This design comes from an exercise in tuning for a short achievable clock period on the open sky130 flow, not from production work.
In this exercise RTL edits were held to simulation tests only and were not proved equivalent to the original.
Power and IR drop assume default switching activity.

== 03-06 ==
==> flow/design.v <==
module cclu_multi_entry #(
  parameter int AW           = 32,
  parameter int TW           = 32,
  parameter int CW           = 32,
  parameter int DEPTH        = 16,
  parameter int REPLACE_MODE = 0
) (
  input  logic                         clk,
  input  logic                         reset,
  input  logic                         cmd_valid,
  output logic                         cmd_ready,
  input  logic [1:0]                   command,
  input  logic [AW-1:0]                addres_in,
  input  logic [TW-1:0]                target_in,
  input  logic [CW-1:0]                counter_in,
  output logic                         valid,
  output logic                         hit,
  output logic                         error,
  output logic [TW-1:0]                target_out,
  output logic                         isFull,
  output logic                         isEmpty,
  output logic [$clog2(DEPTH+1)-1:0]   occupancy
);
  localparam int OW = $clog2(DEPTH+1);
  localparam logic [1:0] CMD_ACCESS = 2'b01;
  localparam logic [1:0] CMD_POP    = 2'b10;
  localparam logic [1:0] CMD_FLUSH  = 2'b11;
  logic              flush_r;
  logic [DEPTH-1:0]  v_r;
  logic [OW-1:0]     occ_r;
  logic [DEPTH-1:0][AW-1:0]    addr_r;
  logic [DEPTH-1:0][TW-1:0]    tgt_r;
  logic [DEPTH-1:0][CW-1:0]    cnt_r;     
  logic [DEPTH-1:0]            pend_r;    
  logic [DEPTH-1:0]            lu_r;      
  logic [DEPTH*DEPTH-1:0]      older_r;   
  assign occupancy = occ_r;
  assign cmd_ready = !flush_r && !reset;
  logic idle_v, acc, pop, flsh;
  assign idle_v = !flush_r && cmd_valid;
  assign acc    = idle_v && (command == CMD_ACCESS);
  assign pop    = idle_v && (command == CMD_POP);
  assign flsh   = idle_v && (command == CMD_FLUSH);
  logic empty_c, full_c;
  assign empty_c = isEmpty;
  assign full_c  = isFull;
  logic cin_zero, cin_one, cin_many;
  assign cin_zero = (counter_in == {CW{1'b0}});
  assign cin_one  = (counter_in == CW'(1));
  assign cin_many = !cin_zero && !cin_one;
  logic [DEPTH-1:0] last_use;    
  logic [DEPTH-1:0] oldest;      
  logic [DEPTH-1:0] free_first;  
  logic [DEPTH-1:0] evict;       
  logic [DEPTH-1:0] load;        
  logic [DEPTH-1:0] lu_hit, lu_keep;
  always_comb begin
    for (int k = 0; k < DEPTH; k++) begin
      last_use[k] = lu_r[k];
      lu_keep[k]  = pend_r[k] ? (cnt_r[k] == CW'(3)) : (cnt_r[k] == CW'(2));
      lu_hit[k]   = pend_r[k] ? (cnt_r[k] == CW'(4)) : (cnt_r[k] == CW'(3));
    end
  end
  always_comb begin
    for (int k = 0; k < DEPTH; k++) begin
      oldest[k] = v_r[k];
      for (int j = 0; j < DEPTH; j++) begin
        if (j < k) begin
          if (v_r[j] && older_r[j*DEPTH+k]) oldest[k] = 1'b0;
        end else if (j > k) begin
          if (v_r[j] && !older_r[k*DEPTH+j]) oldest[k] = 1'b0;
        end
      end
    end
  end
  logic seen;
  always_comb begin
    seen = 1'b0;
    for (int k = 0; k < DEPTH; k++) begin
      free_first[k] = !v_r[k] && !seen;
      if (!v_r[k]) seen = 1'b1;
    end
  end
  logic [DEPTH-1:0] m;
  logic             hit_c, rm_c;
  always_comb begin
    for (int k = 0; k < DEPTH; k++) begin
      m[k] = acc && v_r[k] && (addr_r[k] == addres_in);
    end
  end
  assign hit_c = |m;
  assign rm_c  = |(m & last_use);
  logic ins_ok, ins;
  assign ins_ok = acc && cin_many && !full_c;
  assign ins    = ins_ok && !hit_c;
  logic repl;
  assign repl = (REPLACE_MODE != 0) && acc && cin_many && full_c && !hit_c;
  always_comb begin
    for (int k = 0; k < DEPTH; k++) begin
      evict[k] = repl && oldest[k];
      load[k]  = !v_r[k] || evict[k];
    end
  end
  logic [TW-1:0] hit_tgt, pop_tgt;
  always_comb begin
    hit_tgt = {TW{1'b0}};
    pop_tgt = {TW{1'b0}};
    for (int k = 0; k < DEPTH; k++) begin
      hit_tgt = hit_tgt | ({TW{m[k]}} & tgt_r[k]);
      pop_tgt = pop_tgt | ({TW{oldest[k]}} & tgt_r[k]);
    end
  end
  logic             flush_s;
  logic [DEPTH-1:0] v_n, v_s;
  logic [OW-1:0]    occ_n, occ_s;
  logic             full_n, empty_n, full_s, empty_s;
  logic             valid_n, error_n, valid_s, hit_s, error_s;
  logic [TW-1:0]    tout_n;
  always_comb begin
    flush_s = flush_r;
    v_n     = v_r;
    occ_n   = occ_r;
    valid_n = 1'b0;
    error_n = 1'b0;
    tout_n  = target_out;
    if (flush_r) begin
      occ_n   = occ_r - OW'(1);
      v_n     = {DEPTH{1'b0}};
      valid_n = (occ_r == OW'(1));
      flush_s = (occ_r != OW'(1));
    end else if (acc) begin
      if (cin_zero) begin
        error_n = 1'b1;
      end else if (cin_one) begin
        valid_n = 1'b1;
        tout_n  = target_in;
      end else if (!full_c) begin
        v_n     = v_r | free_first;
        occ_n   = occ_r + OW'(1);
        valid_n = 1'b1;
        tout_n  = target_in;
      end else if (REPLACE_MODE == 0) begin
        error_n = 1'b1;
      end else begin
        valid_n = 1'b1;
        tout_n  = target_in;
      end
    end else if (pop) begin
      if (!empty_c) begin
        v_n     = v_r & ~oldest;
        occ_n   = occ_r - OW'(1);
        valid_n = 1'b1;
        tout_n  = pop_tgt;
      end else begin
        error_n = 1'b1;
      end
    end else if (flsh) begin
      if (empty_c) begin
        valid_n = 1'b1;
      end else begin
        flush_s = 1'b1;
        v_n     = {DEPTH{1'b0}};
      end
    end
  end
  assign full_n  = (occ_n == OW'(DEPTH));
  assign empty_n = (occ_n == {OW{1'b0}});
  logic occ_one;
  assign occ_one = (occ_r == OW'(1));
  assign valid_s = hit_c | valid_n;
  assign hit_s   = hit_c;
  assign error_s = !hit_c && error_n;
  logic [TW-1:0] tout_hit_r, tout_oth_r;
  assign target_out = tout_hit_r | tout_oth_r;
  assign v_s     = hit_c ? (v_r & ~(m & last_use)) : v_n;
  assign occ_s   = hit_c ? (rm_c ? occ_r - OW'(1) : occ_r) : occ_n;
  assign full_s  = hit_c ? (isFull && !rm_c) : full_n;
  assign empty_s = hit_c ? (rm_c && occ_one) : empty_n;
  always_ff @(posedge clk or posedge reset) begin
    if (reset) begin
      flush_r    <= 1'b0;
      v_r        <= {DEPTH{1'b0}};
      occ_r      <= {OW{1'b0}};
      valid      <= 1'b0;
      hit        <= 1'b0;
      error      <= 1'b0;
      tout_hit_r <= {TW{1'b0}};
      tout_oth_r <= {TW{1'b0}};
      isFull     <= 1'b0;
      isEmpty    <= 1'b1;
    end else begin
      flush_r    <= flush_s;
      v_r        <= v_s;
      occ_r      <= occ_s;
      valid      <= valid_s;
      hit        <= hit_s;
      error      <= error_s;
      tout_hit_r <= hit_tgt;
      tout_oth_r <= hit_c ? {TW{1'b0}} : tout_n;
      isFull     <= full_s;
      isEmpty    <= empty_s;
    end
  end
  always_ff @(posedge clk) begin
    for (int k = 0; k < DEPTH; k++) begin
      if (load[k]) begin
        addr_r[k] <= addres_in;
        tgt_r[k]  <= target_in;
        cnt_r[k]  <= counter_in;
        pend_r[k] <= 1'b0;
        lu_r[k]   <= (counter_in == CW'(2));
      end else begin
        if (pend_r[k]) cnt_r[k] <= cnt_r[k] - CW'(1);
        pend_r[k] <= m[k];
        lu_r[k]   <= m[k] ? lu_hit[k] : lu_keep[k];
      end
    end
  end
  always_ff @(posedge clk) begin
    for (int j = 0; j < DEPTH; j++) begin
      for (int k = 0; k < DEPTH; k++) begin
        if (k <= j) begin
        end else if (load[k]) begin
          older_r[j*DEPTH+k] <= v_r[j] && !evict[j];
        end else if (load[j]) begin
          older_r[j*DEPTH+k] <= 1'b0;
        end
      end
    end
  end
endmodule
==> flow/config.mk <==
export PLATFORM = sky130hd
export DESIGN_NAME = cclu_multi_entry
export DESIGN_NICKNAME = cclu_multi_entry
export VERILOG_FILES = /design/flow/design.v
export SDC_FILE = /design/flow/constraint.sdc
export NUM_CORES = 4
export LEC_CHECK = 0
export ABC_CLOCK_PERIOD_IN_PS = 3000
export CAP_MARGIN = 20
export CORE_MARGIN = 2
export CORE_UTILIZATION = 40
export PLACE_DENSITY = 0.6
export SETUP_SLACK_MARGIN = 5
export SLEW_MARGIN = 20
==> flow/constraint.sdc <==
create_clock -name core_clock -period 8.5 [get_ports {clk}]
set_input_delay 1.7000 -clock core_clock [delete_from_list [all_inputs] [get_ports {clk}]]
set_output_delay 1.7000 -clock core_clock [all_outputs]
set_load 0.01 [all_outputs]
run.sh (not shown) runs the stock make flow with config.mk's settings and CLKGATE_MAP_FILE= SYNTH_SCRIPT=/design/flow/synth_recipe.tcl, a recipe that flattens the netlist after the stock synthesis.
#### Input delta (02-26 over 03-06)
--- a/flow/design.v
+++ b/flow/design.v
@@ -116,5 +116,5 @@
   logic             full_n, empty_n, full_s, empty_s;
   logic             valid_n, error_n, valid_s, hit_s, error_s;
-  logic [TW-1:0]    tout_n;
+  logic [TW-1:0]    tout_n, tout_s;
   always_comb begin
     flush_s = flush_r;
@@ -171,6 +171,5 @@
   assign hit_s   = hit_c;
   assign error_s = !hit_c && error_n;
-  logic [TW-1:0] tout_hit_r, tout_oth_r;
-  assign target_out = tout_hit_r | tout_oth_r;
+  assign tout_s  = hit_c ? hit_tgt : tout_n;
   assign v_s     = hit_c ? (v_r & ~(m & last_use)) : v_n;
   assign occ_s   = hit_c ? (rm_c ? occ_r - OW'(1) : occ_r) : occ_n;
@@ -185,6 +184,5 @@
       hit        <= 1'b0;
       error      <= 1'b0;
-      tout_hit_r <= {TW{1'b0}};
-      tout_oth_r <= {TW{1'b0}};
+      target_out <= {TW{1'b0}};
       isFull     <= 1'b0;
       isEmpty    <= 1'b1;
@@ -196,6 +194,5 @@
       hit        <= hit_s;
       error      <= error_s;
-      tout_hit_r <= hit_tgt;
-      tout_oth_r <= hit_c ? {TW{1'b0}} : tout_n;
+      target_out <= tout_s;
       isFull     <= full_s;
       isEmpty    <= empty_s;
Findings:
02-26 | stages: all done | timing, DRC, antenna: all pass
Pre-CTS worst setup slack, 02-26 and 03-06: smaller value in 03-06
[02-26] number of nets in the synthesized netlist rose about 0.4% relative to 03-06
Taking 03-06 as the reference, in 02-26 summed instance area of the synthesized netlist did not really move; final worst-path setup slack went down; wire length of the first global-routing pass went up.
02-26 and 03-06 ended up with nearly the same length of routed met2 wiring.
Total power was higher in 03-06 than in 02-26.
In terms of length of routed wiring on met1, 03-06 and 02-26 differ only marginally.
Cell area | 02-26 vs 03-06 | 02-26 smaller
On layout overhead on the synthesized area: 02-26 sits below 03-06.
~same die height in 02-26 and 03-06
Against 03-06, 02-26 comes in 0.37 points higher on final clock period utilization by the worst path.
03-06 has a lower post-layout minimum cycle time than 02-26.

-- what the ideal ports hide --
In the flow no input, the clock included, has a driving cell. The finished layouts below were timed again as built, in two steps.
Step 1 assumes that a clkbuf_16 drives the clock port and a buf_2 every other input.
Step 2 times the ports against the registers' clock, not the clock port: input delays grow and output delays shrink by t, the midpoint of the rising clock arrivals with the driver on.
Slacks: no drivers / after step 1 / after step 2; pairs: no drivers / after step 1.
run	t (ns)	setup WS [ns]	worst hold slack (ns)	latest minus earliest clock arrival (ns)	worst register clock-pin slew, ns
03-06	0.925	4.736 / 4.755 / 3.848	0.527 / 0.527 / 0.527	0.061 / 0.062	0.07 / 0.07
02-26	0.903	4.705 / 4.684 / 3.781	0.596 / 0.596 / 0.596	0.072 / 0.072	0.07 / 0.07
After both steps every run listed still meets setup and hold. The setup slack of 02-26, which loses most, moves by -0.021 ns with the drivers and by -0.924 ns with both steps.
